This is an optimization exercise on Yosys and OpenROAD, whose aim is small area, a short achievable clock period and few clock cycles, not a production implementation. The RTL was checked by simulation tests, not by an equivalence proof against the original design. Power is estimated from default activity; no workload was simulated.

==> design/flow/design.v <==
`timescale 1ns/1ps
`default_nettype none
package event_sched_pkg;
    localparam int ADDR_W     = 16;
    localparam int COORD_W    = 8;
    localparam int ROW_STRIDE = 256;
    parameter int HALF_WIN    = 2;    
    parameter int QUEUE_DEPTH = 16;   
endpackage
`default_nettype wire
`timescale 1ns/1ps
`default_nettype none
module todo_lane #(
    parameter int HALF_WIN    = event_sched_pkg::HALF_WIN,
    parameter int QUEUE_DEPTH = event_sched_pkg::QUEUE_DEPTH,
    parameter int LANE        = 0,
    localparam int ADDR_W     = event_sched_pkg::ADDR_W,
    localparam int COORD_W    = event_sched_pkg::COORD_W,
    localparam int WIN        = 2 * HALF_WIN + 1,
    localparam int CNT_W      = $clog2(WIN + 1)
) (
    input  logic              clk,
    input  logic              rst_n,
    input  logic              push,
    input  logic [CNT_W-1:0]  push_count,
    input  logic [ADDR_W-1:0] push_base,
    input  logic              pop,
    output logic              head_vld,
    output logic [ADDR_W-1:0] head_addr
);
    localparam int PTR_W  = $clog2(QUEUE_DEPTH);
    localparam int FILL_W = PTR_W + 1;
    logic [ADDR_W-1:0]  mem [QUEUE_DEPTH];
    logic [PTR_W-1:0]   wr_ptr;
    logic [PTR_W-1:0]   rd_ptr;
    logic [FILL_W-1:0]  fill;
    logic [COORD_W-1:0] lane_row;
    logic [COORD_W-1:0] first_col;
    assign lane_row = push_base[ADDR_W-1:COORD_W] - COORD_W'(HALF_WIN) + COORD_W'(LANE);
    assign first_col = push_base[COORD_W-1:0] + COORD_W'(HALF_WIN + 1) - COORD_W'(push_count);
    always_ff @(posedge clk) begin
        if (push) begin
            for (int i = 0; i < WIN; i++) begin
                if (i < push_count) begin
                    mem[wr_ptr + PTR_W'(i)] <= {lane_row, first_col + COORD_W'(i)};
                end
            end
        end
    end
    always_ff @(posedge clk or negedge rst_n) begin
        if (!rst_n) begin
            wr_ptr <= '0;
            rd_ptr <= '0;
            fill   <= '0;
        end else begin
            if (push) begin
                wr_ptr <= wr_ptr + PTR_W'(push_count);
            end
            if (pop) begin
                rd_ptr <= rd_ptr + 1'b1;
            end
            fill <= fill + FILL_W'(push ? push_count : '0) - FILL_W'(pop);
        end
    end
    assign head_vld  = (fill != '0);
    assign head_addr = mem[rd_ptr];
endmodule
`default_nettype wire
`timescale 1ns/1ps
`default_nettype none
module window_picker #(
    parameter int HALF_WIN = event_sched_pkg::HALF_WIN,
    localparam int ADDR_W  = event_sched_pkg::ADDR_W,
    localparam int WIN     = 2 * HALF_WIN + 1
) (
    input  logic [WIN-1:0]        head_vld,
    input  logic [WIN*ADDR_W-1:0] head_addr,
    input  logic [ADDR_W-1:0]     horizon,
    input  logic                  take,
    output logic                  due,
    output logic [ADDR_W-1:0]     due_addr,
    output logic [WIN-1:0]        pop
);
    logic              best_vld;
    logic [ADDR_W-1:0] best;
    always_comb begin
        best_vld = 1'b0;
        best     = '0;
        for (int i = 0; i < WIN; i++) begin
            if (head_vld[i] && (!best_vld || head_addr[i*ADDR_W +: ADDR_W] < best)) begin
                best_vld = 1'b1;
                best     = head_addr[i*ADDR_W +: ADDR_W];
            end
        end
    end
    assign due      = best_vld && (best < horizon);
    assign due_addr = best;
    always_comb begin
        for (int i = 0; i < WIN; i++) begin
            pop[i] = take && head_vld[i] && (head_addr[i*ADDR_W +: ADDR_W] == best);
        end
    end
endmodule
`default_nettype wire
`timescale 1ns/1ps
`default_nettype none
module sched_ctrl #(
    parameter int HALF_WIN = event_sched_pkg::HALF_WIN,
    localparam int ADDR_W  = event_sched_pkg::ADDR_W,
    localparam int WIN     = 2 * HALF_WIN + 1,
    localparam int CNT_W   = $clog2(WIN + 1)
) (
    input  logic              clk,
    input  logic              rst_n,
    input  logic [ADDR_W-1:0] event_addr,
    input  logic              event_valid,
    output logic              event_ready,
    output logic [ADDR_W-1:0] window_addr,
    output logic              window_valid,
    input  logic              window_ready,
    output logic              push,
    output logic [CNT_W-1:0]  push_count,
    output logic [ADDR_W-1:0] push_base,
    input  logic              due,
    input  logic [ADDR_W-1:0] due_addr,
    output logic [ADDR_W-1:0] horizon,
    output logic              take
);
    localparam logic [1:0] IDLE  = 2'd0;
    localparam logic [1:0] PICK  = 2'd1;
    localparam logic [1:0] OFFER = 2'd2;
    logic [1:0]        state;
    logic [ADDR_W-1:0] last_addr;
    logic [ADDR_W-1:0] addr_diff;
    logic              fresh;
    assign event_ready = (state == IDLE);
    assign fresh       = event_addr > last_addr;
    assign addr_diff   = event_addr - last_addr;
    assign push       = event_valid && event_ready && fresh;
    assign push_base  = event_addr;
    assign push_count = (addr_diff >= ADDR_W'(WIN)) ? CNT_W'(WIN) : addr_diff[CNT_W-1:0];
    assign window_valid = (state == OFFER);
    assign window_addr  = due_addr;   
    assign take         = window_valid && window_ready;
    always_ff @(posedge clk or negedge rst_n) begin
        if (!rst_n) begin
            state     <= IDLE;
            last_addr <= '0;
            horizon   <= '0;
        end else begin
            case (state)
                IDLE: begin
                    if (push) begin
                        last_addr <= event_addr;
                        horizon   <= event_addr
                                     - ADDR_W'(HALF_WIN * event_sched_pkg::ROW_STRIDE + HALF_WIN);
                        state     <= PICK;
                    end
                end
                PICK: begin
                    state <= due ? OFFER : IDLE;
                end
                OFFER: begin
                    if (window_ready) begin
                        state <= PICK;
                    end
                end
                default: begin
                    state <= IDLE;
                end
            endcase
        end
    end
endmodule
`default_nettype wire
`timescale 1ns/1ps
`default_nettype none
module event_sched_top #(
    parameter int HALF_WIN    = event_sched_pkg::HALF_WIN,
    parameter int QUEUE_DEPTH = event_sched_pkg::QUEUE_DEPTH,
    localparam int ADDR_W     = event_sched_pkg::ADDR_W,
    localparam int WIN        = 2 * HALF_WIN + 1,
    localparam int CNT_W      = $clog2(WIN + 1)
) (
    input  logic              clk,
    input  logic              rst_n,
    input  logic [ADDR_W-1:0] event_addr,
    input  logic              event_valid,
    output logic              event_ready,
    output logic [ADDR_W-1:0] window_addr,
    output logic              window_valid,
    input  logic              window_ready
);
    logic                  push;
    logic [CNT_W-1:0]      push_count;
    logic [ADDR_W-1:0]     push_base;
    logic                  due;
    logic [ADDR_W-1:0]     due_addr;
    logic [ADDR_W-1:0]     horizon;
    logic                  take;
    logic [WIN-1:0]        head_vld;
    logic [WIN*ADDR_W-1:0] head_addr;
    logic [WIN-1:0]        pop;
    sched_ctrl #(
        .HALF_WIN(HALF_WIN)
    ) sched_ctrl_inst (
        .clk(clk),
        .rst_n(rst_n),
        .event_addr(event_addr),
        .event_valid(event_valid),
        .event_ready(event_ready),
        .window_addr(window_addr),
        .window_valid(window_valid),
        .window_ready(window_ready),
        .push(push),
        .push_count(push_count),
        .push_base(push_base),
        .due(due),
        .due_addr(due_addr),
        .horizon(horizon),
        .take(take)
    );
    window_picker #(
        .HALF_WIN(HALF_WIN)
    ) window_picker_inst (
        .head_vld(head_vld),
        .head_addr(head_addr),
        .horizon(horizon),
        .take(take),
        .due(due),
        .due_addr(due_addr),
        .pop(pop)
    );
    for (genvar g = 0; g < WIN; g++) begin : g_lane
        todo_lane #(
            .HALF_WIN(HALF_WIN),
            .QUEUE_DEPTH(QUEUE_DEPTH),
            .LANE(g)
        ) todo_lane_inst (
            .clk(clk),
            .rst_n(rst_n),
            .push(push),
            .push_count(push_count),
            .push_base(push_base),
            .pop(pop[g]),
            .head_vld(head_vld[g]),
            .head_addr(head_addr[g*ADDR_W +: ADDR_W])
        );
    end
endmodule
`default_nettype wire
==> design/flow/run.sh <==
#!/bin/bash
# synth_recipe.tcl (not shown) runs the flow's synth.tcl, then flattens the netlist and writes it again
# the make line also repeats each setting of config.mk as NAME=value (left out here)
make -C /OpenROAD-flow-scripts/flow DESIGN_CONFIG=/design/flow/config.mk WORK_HOME=/design/flow/orfs CLKGATE_MAP_FILE= SYNTH_SCRIPT=/design/flow/synth_recipe.tcl finish
==> design/flow/config.mk <==
export PLATFORM = sky130hd
export DESIGN_NAME = event_sched_top
export DESIGN_NICKNAME = event_sched_top
export VERILOG_FILES = /design/flow/design.v
export SDC_FILE = /design/flow/constraint.sdc
export NUM_CORES = 8
export LEC_CHECK = 0
export CAP_MARGIN = 20
export CORE_MARGIN = 2
export CORE_UTILIZATION = 40
export SETUP_SLACK_MARGIN = 0.5
export SLEW_MARGIN = 20
==> design/flow/constraint.sdc <==
create_clock -name core_clock -period 14.5 [get_ports {clk}]
set_input_delay 2.9000 -clock core_clock [delete_from_list [all_inputs] [get_ports {clk}]]
set_output_delay 2.9000 -clock core_clock [all_outputs]
set_load 0.01 [all_outputs]
==> impl_results.rst <==
.. list-table::
   :header-rows: 1

   * - Metric
     - Value
   * - Number of synthesized flops with an enable pin
     - roughly 1300
   * - Crit-path most repeated cell
     - buf_4
   * - Nets in the synthesized netlist
     - 8281
   * - Arrival time of data at the critical path endpoint
     - 10.85 ns
   * - Top-Level Pins
     - 38
   * - Post-CTS clock slew at the launch and capture registers of the worst setup and hold paths
     - about 0.06 ns
   * - Worst min-delay path endpoint
     - sched_ctrl_inst.state[0]
   * - # H-tree levels
     - 4
   * - Buf+Inv Stages, Crit Path
     - 8
   * - Fraction of final layout cells with drive strength greater than 1
     - 0.163
   * - HPWL after detailed placement
     - 301000 µm
   * - Peak supply drop
     - slightly above 0.3 mV
   * - Reg2reg end
     - g_lane[3].todo_lane_inst.fill[4]
   * - Starting utilization of the core area
     - 0.403
   * - Share of the synthesized area in the top cell type
     - 0.449
   * - Slew Limit Headroom
     - 0.114
   * - Largest area contributor in the synthesized netlist
     - edfxtp_1
   * - Number of iterations in the first detailed-routing pass
     - 12
   * - Period utilization
     - 0.948
   * - Overall routed net length
     - 448000 µm
   * - Number of placement rows
     - between 150 and 200
   * - Number of logic stages on the critical path including buffering
     - 42
   * - Count of routing violations after the opening detailed-route iteration
     - 16000
   * - TritonCTS clock tree
     - built
   * - Wire per inst
     - just over 40 µm
   * - FF-to-FF path depth
     - 54
   * - CTS Root Cell
     - clkbuf_16
   * - # fillers
     - 19600
   * - Post-synthesis instance area
     - 85700 µm²
   * - Horizontal die dimension
     - ~470 µm
   * - Skew-Pair Late Insertion Delay
     - 0.87 ns
   * - Post-Syn Instances
     - 8068
   * - CP required
     - between 10 and 15 ns
   * - Number of global-route vias before repair
     - 74400
   * - Maximum clock path buffer count
     - 3
   * - Peak fanout along the critical path
     - 12
   * - Sink Count
     - 1378
   * - Sequential area share after synthesis
     - 0.477
   * - Total negative slack
     - 0 ns
   * - Class of the worst hold path
     - flip-flop to flip-flop
   * - Largest delay share family, worst path
     - compound AO/OA/AOI/OAI gates
   * - Critical Setup Path Class
     - flip-flop to primary output
   * - Number of nets in the finished design
     - 8284
   * - Power density of the placed cells
     - approximately 240 nW/µm²
   * - Number of antenna violations at the first check in global routing
     - 50
   * - Quantity of I/O buffers inserted on ports
     - 37
   * - Synthesis Warnings
     - 7
   * - Core region area
     - approximately 210000 µm²
   * - Startpoint type of the worst setup path
     - flip-flop
   * - Clk_skew
     - 0.0522 ns
   * - Slowest stage delay, CP
     - approximately 0.63 ns
   * - Max-Cap Viols
     - 0
   * - Number of synthesized register bits
     - 1378
   * - Count of cell types in the netlist
     - 97
   * - Slowest cell on the critical path
     - mux4_2
   * - Height of the die
     - about 470 µm
   * - DR DRC count
     - 0
   * - Origin of the worst min-delay path
     - sched_ctrl_inst.state[0]
   * - Worst R2R Setup Slack
     - ~1.8 ns
   * - Minimum clock period after layout
     - ~14 ns
   * - Overall power after layout
     - between 20 and 25 mW
   * - Pin count of the biggest net entering global routing
     - 107
   * - Result of the run
     - no timing/DRC/antenna violations
   * - Clock buffer count from CTS
     - around 160
   * - Slew at the pin with the worst max-slew slack
     - 1.32 ns
   * - Core occupancy in the finished layout
     - 0.459
   * - Max Transition Viols Final
     - 0
   * - Asr flop ratio synth
     - 0.0711
   * - Setup-failing EPs final
     - 0
   * - ANT nets after route
     - 0
   * - Die ar.
     - between 200000 and 250000 µm²
   * - First-pass GRT wire length
     - slightly above 600000 µm
   * - Unrepaired setup endpoints after global routing
     - yes
   * - Worst setup EP type
     - primary output
   * - Remaining global-route overflow
     - 0
   * - Top flip-flop cell by instance count after synthesis
     - edfxtp_1
   * - Hold depth
     - 1
   * - Average via count per standard cell
     - 7.35
   * - Average footprint of a synthesized cell
     - around 11 µm²
   * - Hold violation total from the final report
     - 0
   * - Origin of the critical flop-to-flop path
     - g_lane[1].todo_lane_inst.rd_ptr[0]
   * - Reported leakage power
     - between 30 and 40 nW
   * - Cell types occupying the most area after synthesis
     - edfxtp_1, mux4_2, o21ai_0
   * - Combined global-route utilization of all metal layers
     - 0.399
   * - Final GP Congestion
     - 1.06
   * - Via total after detailed routing
     - approximately 81000
   * - Area growth from synthesis to final layout
     - 14.0%
   * - FMAX
     - 72.7 MHz
## routing by layer
layer	vias to the layer above	global-route usage	share of wire
li1	31700	-	-
met1	39700	0.498	0.36
met2	7636	0.544	0.39
met3	2317	0.186	0.16
met4	38	0.275	0.089
met5	-	0.00307	0.00093
## stage by stage
step	hold slack, ns	area, µm²	setup slack (ns)	cells
after floorplan	0.436	85700	0.685	8068
after global placement	0.457	90800	0.479	10700
after detailed placement	0.462	90900	0.368	10700
after CTS	0.474	96500	0.515	11000
after global routing	0.512	97500	0.359	11000
final	0.481	97600	0.749	11100
## registers in the layout, indices dropped and copies added, names as in the netlist
signal                        flops
g_lane.todo_lane_inst.mem      1280
sched_ctrl_inst.last_addr        16
g_lane.todo_lane_inst.fill       25
sched_ctrl_inst.horizon          15
g_lane.todo_lane_inst.rd_ptr     20
sched_ctrl_inst.state             2
g_lane.todo_lane_inst.wr_ptr     20
## report_power, final
group	switching [mW]	leakage [nW]	internal, mW
Combinational	8.55	17.5	4.18
Clock	1.77	2.52	2.38
Sequential	0.418	12.8	5.65
Total	10.7	32.9	12.2
## worst reg2reg max path: cells and delay by family (launching register included)
| kind | cells | cell delay (ns) |
|---|---|---|
| buffers and inverters | 11 | 1.71 |
| adder cells (fa/ha/maj) | 7 | 2.09 |
| XOR/XNOR | 1 | 0.14 |
| flip-flops | 1 | 0.42 |
| multiplexers | 2 | 1.13 |
| AND/OR/NAND/NOR | 13 | 3.16 |
| AO/OA/AOI/OAI | 20 | 3.97 |
## cell usage in the layout, fill, tap and decap left out, drive strengths merged, types with 30 or more instances in the layout
master and n:
a2111oi 33, diode 55, clkbuf 189, and2 53, nand4 141, mux2i 98, a31oi 84, o21a 33
o211ai 83, nand2b 30, nor2 619, o221ai 76, a21o 45, inv 192, edfxtp 1280, o22ai 362
o21ai 636, ha 181, or3 57, o2111ai 37, nor3 220, and3 96, nand3 292, dfrtp 98
a221oi 140, xor2 74, xnor2 313, mux4 333, nor4 62, or4 31, nand2 660, a22oi 122
clkinv 53, a211oi 90, a21oi 477, buf 495
## how the worst max path moves through the flow
stage,start,slack [ns],to
CTS,g_lane[0].todo_lane_inst.rd_ptr[0],0.52,window_addr[11]
finish,g_lane[1].todo_lane_inst.rd_ptr[0],0.75,window_addr[7]
global route,g_lane[0].todo_lane_inst.rd_ptr[0],0.36,window_addr[7]
floorplan,g_lane[1].todo_lane_inst.rd_ptr[0],0.68,window_addr[12]
detailed placement,g_lane[0].todo_lane_inst.rd_ptr[0],0.37,window_addr[12]
global placement,g_lane[0].todo_lane_inst.rd_ptr[2],0.48,window_addr[12]
## cell usage after synthesis (all sizes together), types with 20 or more instances
cell type and number:
nor2b 25, or4 31, or2 23, mux4 333
a211o 20, xor2 74, o221ai 76, nand4 141
a21o 45, xnor2 313, o21ai 636, a22oi 122
inv 182, o21a 33, a2111oi 33, and2 53
nor2 619, a221oi 140, a22o 23, nand2 659
nor3 220, nor4 62, a21oi 477, nand3 292
ha 181, nand2b 30, o211ai 83, a31oi 84
or3 57, a211oi 90, edfxtp 1280, o22ai 362
mux2 26, clkbuf 538, mux2i 98, o2111ai 37
and3 96, dfrtp 98, buf 148
## layout make-up
cell class,instances,area [µm²],area share
clock buffer,188,4090,0.0418
inverter,186,703,0.00720
clock inverter,91,1160,0.0119
antenna,55,138,0.00141
tap,2821,3530,0.0362
timing repair buffer,530,4500,0.0461
multi-input combinational,5820,42600,0.436
sequential,1378,40900,0.419
## kinds of logic (layout without fill, tap and decap cells)
kind of cell / count (synthesis) / count (layout) / synth area share
flops: 1378 / 1378 / 0.477
buf+inv: 872 / 995 / 0.0393
fa+ha+maj: 193 / 193 / 0.0292
xor+xnor: 387 / 387 / 0.0396
compound gates: 2448 / 2449 / 0.185
other cells: 0 / 55 / 0
simple gates: 2333 / 2334 / 0.127
mux: 457 / 457 / 0.102
## repair_timing
action                                 CTS  global route
gates cloned                             2             4
buffers inserted                        16            59
pin swaps                                4            27
setup endpoints to repair               16            16
hold buffers                             0             0
resized for setup                       44            80
endpoints found under the hold margin    0             0
Testbench counts, summed over its fixed seeds: cycles 34,913.

-- static timing again, ports no longer ideal --
How much do the figures lean on ideal ports? The routed layout below was timed once more, with nothing changed but the port constraints. Step 1 assumes that a clkbuf_16 drives the clock port and a buf_2 every other input. Step 2 adds t to the input delays and takes it off the output delays; t is the mean of the earliest and latest rising clock arrival at the registers after step 1. Input paths then give back, and output paths get back, about the clock's delay inside the block. a / b / c = ideal / step 1 / step 2; a / b = the first two.
shift t [ns]: 0.941
slack for setup (ns): 0.749 / 0.661 / 0.858
worst setup path at the end: input to register
clock arrival spread, ns: 0.062 / 0.061
pins driven straight from the clock port: 1
After both steps setup and hold are still met in this run. For this run, drivers alone change the setup slack by -0.088 ns; drivers and shift together by +0.109 ns.
